Background: an optimization exercise with open tools, aiming at small area. Do not read the settings as production practice.
Function was checked by simulation only, so behaviour that the tests miss may differ from the original.

==> run a <==
==> flow/design.v (excerpt) <==
module lrelu_engine (
  input  logic                                    clk,
  input  logic                                    rst,
  input  logic                                    clken,
  input  logic                                    s_valid,
  input  logic                                    s_last,
  input  logic [3:0]               s_user,
  input  logic [4*20-1:0]  s_data,
  input  logic                                    cfg_valid,
  input  logic [16-1:0]              cfg_data,
  output logic                                    m_valid,
  output logic                                    m_last,
  output logic [3:0]               m_user,
  output logic [4*8-1:0] m_data,
  output logic                                    count_config_full
);
export LEC_CHECK = 0
export ABC_AREA = 1
export CAP_MARGIN = 20
export CORE_MARGIN = 2
export CORE_UTILIZATION = 75
export CTS_BUF_LIST = sky130_fd_sc_hd__clkbuf_16
export CTS_CLUSTER_DIAMETER = 100
export CTS_CLUSTER_SIZE = 25
export GPL_TIMING_DRIVEN = 0
export PLACE_DENSITY = 0.85
export SLEW_MARGIN = 20
create_clock -name core_clock -period 8.0 [get_ports {clk}]
standard.sh (not shown) runs the stock make flow with config.mk's settings and CLKGATE_MAP_FILE= SYNTH_SCRIPT=/design/flow/synth_recipe.tcl, a recipe that flattens the netlist after the stock synthesis.
==> flow/flow/run.sh <==
#!/bin/bash
# Standard layout, except that synthesis maps the design's explicit cell
# modules (lrelu_fa, lrelu_ha, ...) straight onto the library cells and skips
# the extraction of further adder cells from the remaining logic, and the
# port buffers are the smallest buffer.
set -euo pipefail
WORK=$(pwd)
bash standard.sh SYNTH_CANONICALIZE_TCL="$WORK/flow/fa_map.tcl" ADDER_MAP_FILE= \
  "BUFFER_PORTS_ARGS=-buffer_cell sky130_fd_sc_hd__buf_1" finish > "$WORK/orfs_make.log" 2>&1
==> flow/flow/fa_map.tcl <==
# Map the design's explicit cell modules onto the library cells of the same
# function and port names.
foreach {m c} {lrelu_fa fa_1 lrelu_ha ha_1 lrelu_nand2 nand2_1 lrelu_a22oi a22oi_1
               lrelu_xor2 xor2_1 lrelu_xnor2 xnor2_1} {
  chtype -map $m sky130_fd_sc_hd__$c
}
hierarchy -top $::env(DESIGN_NAME)
==> run b (differences from run a) <==
- CORE_UTILIZATION: 75 -> 70
==> run c (differences from run a) <==
- CORE_UTILIZATION: 75 -> 70
- CTS_CLUSTER_SIZE: 25 -> 30
==> notes <==
Against run c, the die area of run a is smaller by about 6.6%.
Final cell count: run c is larger than run a (about 0.56%).
Global-route usage: run c < run b < run a.
Register-to-register slack, lowest first: run a, run c, run b.
Wire length, highest first: run b, run a, run c.
The lowest hold slack belongs to run c, the highest to run b.
==> figures <==
                                                                run c          run a          run b
Outcome                                      timing/DRC/antenna clean  timing/DRC/antenna clean  timing/DRC/antenna clean
Routed wire length on met2                              61500 microns  60700 microns  62300 microns
Ratio of cells with drive above 1 in the final layout           7.60%          7.57%          7.67%
Hold Worst Slack                                             0.413 ns       0.416 ns       0.422 ns
Clock buf/inv share                                             1.48%          1.54%          1.63%
Die area                                                 0.0693 sq mm   0.0648 sq mm   0.0693 sq mm
GR Layer Usage met1                                             50.5%          56.2%          49.9%
Worst Tran Pin Value                                          1.20 ns        1.17 ns        1.16 ns
Final area over synthesized area                               1.087x         1.088x         1.089x

* * *

==> v4 <==
lrelu_engine, a different RTL version from the one above (not shown whole).
Design lrelu_engine, start of the top module:
module lrelu_engine (
  input  logic                                    clk,
  input  logic                                    rst,
  input  logic                                    clken,
  input  logic                                    s_valid,
  input  logic                                    s_last,
  input  logic [3:0]               s_user,
  input  logic [4*20-1:0]  s_data,
  input  logic                                    cfg_valid,
  input  logic [16-1:0]              cfg_data,
  output logic                                    m_valid,
  output logic                                    m_last,
  output logic [3:0]               m_user,
  output logic [4*8-1:0] m_data,
  output logic                                    count_config_full
);
==> flow/config.mk <==
export PLATFORM = sky130hd
export DESIGN_NAME = lrelu_engine
export DESIGN_NICKNAME = lrelu_engine
export VERILOG_FILES = /design/flow/design.v
export SDC_FILE = /design/flow/constraint.sdc
export NUM_CORES = 4
export LEC_CHECK = 0
export CAP_MARGIN = 20
export CORE_MARGIN = 2
export CORE_UTILIZATION = 60
export CTS_BUF_LIST = sky130_fd_sc_hd__clkbuf_4
export GPL_TIMING_DRIVEN = 0
export SLEW_MARGIN = 20
==> flow/constraint.sdc <==
create_clock -name core_clock -period 8.0 [get_ports {clk}]
set_input_delay 1.6000 -clock core_clock [delete_from_list [all_inputs] [get_ports {clk}]]
set_output_delay 1.6000 -clock core_clock [all_outputs]
set_load 0.01 [all_outputs]
Scripts as last shown in full above: flow/flow/run.sh, flow/flow/fa_map.tcl
==> inputs of v29, as changes to v4 <==
==> flow/flow/run.sh (replaced) <==
#!/bin/bash
# Standard layout, except that synthesis maps the design's explicit adder
# cell modules (lrelu_fa, lrelu_ha, ...) straight onto the library cells, and
# skips the extraction of further adder cells from the remaining logic.
set -euo pipefail
WORK=$(pwd)
bash standard.sh SYNTH_CANONICALIZE_TCL="$WORK/flow/fa_map.tcl" ADDER_MAP_FILE= finish > "$WORK/orfs_make.log" 2>&1
Settings changed: CORE_UTILIZATION 60 to 55, CTS_BUF_LIST sky130_fd_sc_hd__clkbuf_4 to not set, GPL_TIMING_DRIVEN 0 to not set.
==> summary of the runs <==
- Against v29, the fmax of v4 is smaller by 5.5%.
- Of v29 and v4, v4 has the higher critical path depth (gap 1).
- Between v4 and v29, the lower die area is in v4 (gap 8.2%, measured against v29).
- Between v29 and v4, the lower setup slack is in v4 (gap 0.42 ns).
==> figures <==
quantity                                                         v29          v4
Proportion of final cell area spent on non-clock buffers       5.78%       4.53%
Length of routed met2 wiring                                 66.6 mm     66.2 mm
Post-route core utilization                                    62.3%       67.4%
Die W                                                         302 um      289 um
Layout Skew                                                0.0350 ns   0.0991 ns
Number of CTS-inserted buffers                                    47          97
# H-tree levels                                                    2           3
Global-route usage over all layers                             32.2%       35.0%
Result of the run                           timing/DRC/antenna clean  timing/DRC/antenna clean

* * *

==> inputs of trial 5 <==
lrelu_engine, a different RTL version from the one above (not shown whole).
==> flow/config.mk <==
export PLATFORM = sky130hd
export DESIGN_NAME = lrelu_engine
export DESIGN_NICKNAME = lrelu_engine
export VERILOG_FILES = /design/flow/design.v
export SDC_FILE = /design/flow/constraint.sdc
export NUM_CORES = 4
export LEC_CHECK = 0
export CAP_MARGIN = 0
export CORE_MARGIN = 2
export CORE_UTILIZATION = 60
export CTS_BUF_LIST = sky130_fd_sc_hd__clkbuf_4
export GPL_TIMING_DRIVEN = 0
export SLEW_MARGIN = 0
==> flow/constraint.sdc <==
create_clock -name core_clock -period 8.0 [get_ports {clk}]
set_input_delay 1.6000 -clock core_clock [delete_from_list [all_inputs] [get_ports {clk}]]
set_output_delay 1.6000 -clock core_clock [all_outputs]
set_load 0.01 [all_outputs]
==> flow/flow/run.sh <==
#!/bin/bash
# Standard layout, except that synthesis maps the design's explicit cell
# modules (lrelu_fa, lrelu_ha, ...) straight onto the library cells and skips
# the extraction of further adder cells from the remaining logic, and the
# port buffers are the smallest buffer.
set -euo pipefail
WORK=$(pwd)
bash standard.sh SYNTH_CANONICALIZE_TCL="$WORK/flow/fa_map.tcl" ADDER_MAP_FILE= \
  "BUFFER_PORTS_ARGS=-buffer_cell sky130_fd_sc_hd__buf_1" finish > "$WORK/orfs_make.log" 2>&1
Scripts as last shown in full above: flow/flow/fa_map.tcl
==> trial 76 (differences from trial 5) <==
CAP_MARGIN = 20   (was 0)
SLEW_MARGIN = 20   (was 0)
==> summary of the runs <==
- In trial 5 the clock-buffer cell count is lower than in trial 76, by 4.
- Against trial 76, the first-iteration DRC count of trial 5 is higher by about 13%.
- In non-clock buffer count, trial 76 and trial 5 do not differ.
- In critical path depth, trial 5 and trial 76 do not differ.
- In design area, trial 5 and trial 76 hardly differ.

* * *

==> job 5647 <==
Another version of the RTL of lrelu_engine (not shown whole).
clock: 8.0 ns
lec_check: 0
abc_area: 1
cap_margin: 20
core_margin: 2
core_utilization: 70
cts_buf_list: sky130_fd_sc_hd__clkbuf_16
cts_cluster_diameter: 100
cts_cluster_size: 25
gpl_timing_driven: 0
place_density: 0.85
slew_margin: 20
==> flow/flow/fa_map.tcl <==
# Map the design's explicit cell modules onto the library cells of the same
# function and port names.
foreach {m c} {lrelu_fa fa_1 lrelu_ha ha_1 lrelu_nand2 nand2_1 lrelu_a22oi a22oi_1
               lrelu_xor2 xor2_1 lrelu_xnor2 xnor2_1 lrelu_maj3 maj3_1} {
  chtype -map $m sky130_fd_sc_hd__$c
}
hierarchy -top $::env(DESIGN_NAME)
Scripts as last shown in full above: flow/flow/run.sh
==> job 3563: changes against job 5647 <==
- CORE_UTILIZATION: 70 -> 75
==> notes <==
Of job 3563 and job 5647, job 5647 has the higher cell count (gap 0.42%, measured against job 5647). In job 3563 the wire length is lower than in job 5647, by about 0.9%. Sequential cell count is the same in job 3563 and job 5647. Between job 3563 and job 5647, the lower sequential share of layout area is in job 5647 (gap 0.070 points). In job 3563 the fmax is smaller than in job 5647, by about 0.46%.

* * *

==> inputs of run Z <==
lrelu_engine, a different RTL version from the one above (not shown whole).
Settings: LEC_CHECK=0, ABC_AREA=1, CAP_MARGIN=20, CORE_MARGIN=2, CORE_UTILIZATION=65, CTS_BUF_LIST=sky130_fd_sc_hd__clkbuf_16, CTS_CLUSTER_DIAMETER=100, CTS_CLUSTER_SIZE=25, GPL_TIMING_DRIVEN=0, SLEW_MARGIN=20; clock period 8.0 ns.
==> flow/flow/fa_map.tcl <==
# Map the design's explicit cell modules onto the library cells of the same
# function and port names.
foreach {m c} {lrelu_fa fa_1 lrelu_ha ha_1 lrelu_nand2 nand2_1 lrelu_a22oi a22oi_1
               lrelu_xor2 xor2_1 lrelu_xnor2 xnor2_1} {
  chtype -map $m sky130_fd_sc_hd__$c
}
hierarchy -top $::env(DESIGN_NAME)
Scripts as last shown in full above: flow/flow/run.sh
==> run A: changes against run Z <==
--- a/flow/config.mk
+++ b/flow/config.mk
@@ -10,3 +10,3 @@
 export CORE_MARGIN = 2
-export CORE_UTILIZATION = 65
+export CORE_UTILIZATION = 75
 export CTS_BUF_LIST = sky130_fd_sc_hd__clkbuf_16
==> out/metrics.csv <==
metric,value,unit
status,timing/DRC/antenna clean,
final_util,71.55,%
grt_pass1_vias,37720,
grt_pass1_wl,211.1,mm
arrival,7790,ps
buffer_area_share,4.087,%
the above is filed under run Z

==> out/metrics.csv <==
metric,value,unit
final_util,82.38,%
status,timing/DRC/antenna clean,
grt_pass1_wl,215.2,mm
grt_pass1_vias,39910,
the above is filed under run A

afterwards: timing with drivers on the ports:
The flow's constraints put no driver on any port. The routed layouts listed below were extracted and timed again, unchanged, in two steps. Step 1 sets driving cells, clkbuf_16 on the clock port and buf_2 on the other inputs (assumed; they add their load-dependent delay and slew). Step 2, shift: input delay + t, output delay - t, t = (earliest + latest rising clock arrival at the registers) / 2. This alone moves slack from input paths to output paths. Slacks: no drivers / after step 1 / after step 2; pairs: no drivers / after step 1.
run | t (ns) | slack for setup (ns) | worst setup path after step 2
run a of note 1 | 0.653 | 0.429 / 0.429 / 0.429 | register to register
run b of note 1 | 0.666 | 0.625 / 0.625 / 0.625 | register to register
run c of note 1 | 0.649 | 0.597 / 0.597 / 0.597 | register to register
v4 | 0.941 | 0.315 / 0.315 / -0.532 | input to register
v29 | 0.669 | 0.738 / 0.783 / 0.114 | input to register
trial 5 | 0.878 | 0.504 / 0.504 / -0.073 | input to register
trial 76 | 0.891 | 0.477 / 0.477 / -0.153 | input to register
job 5647 | 0.645 | 0.414 / 0.414 / 0.414 | register to register
job 3563 | 0.613 | 0.379 / 0.379 / 0.379 | register to register
run Z of note 5 | 0.674 | 0.533 / 0.574 / -0.101 | input to register
run A of note 5 | 0.649 | 0.493 / 0.534 / -0.116 | input to register
Met with ideal ports but missed after step 2: setup timing in 5 of these runs. The setup slack of v4, which loses most, moves by 0.000 ns with the drivers and by -0.847 ns with both steps.
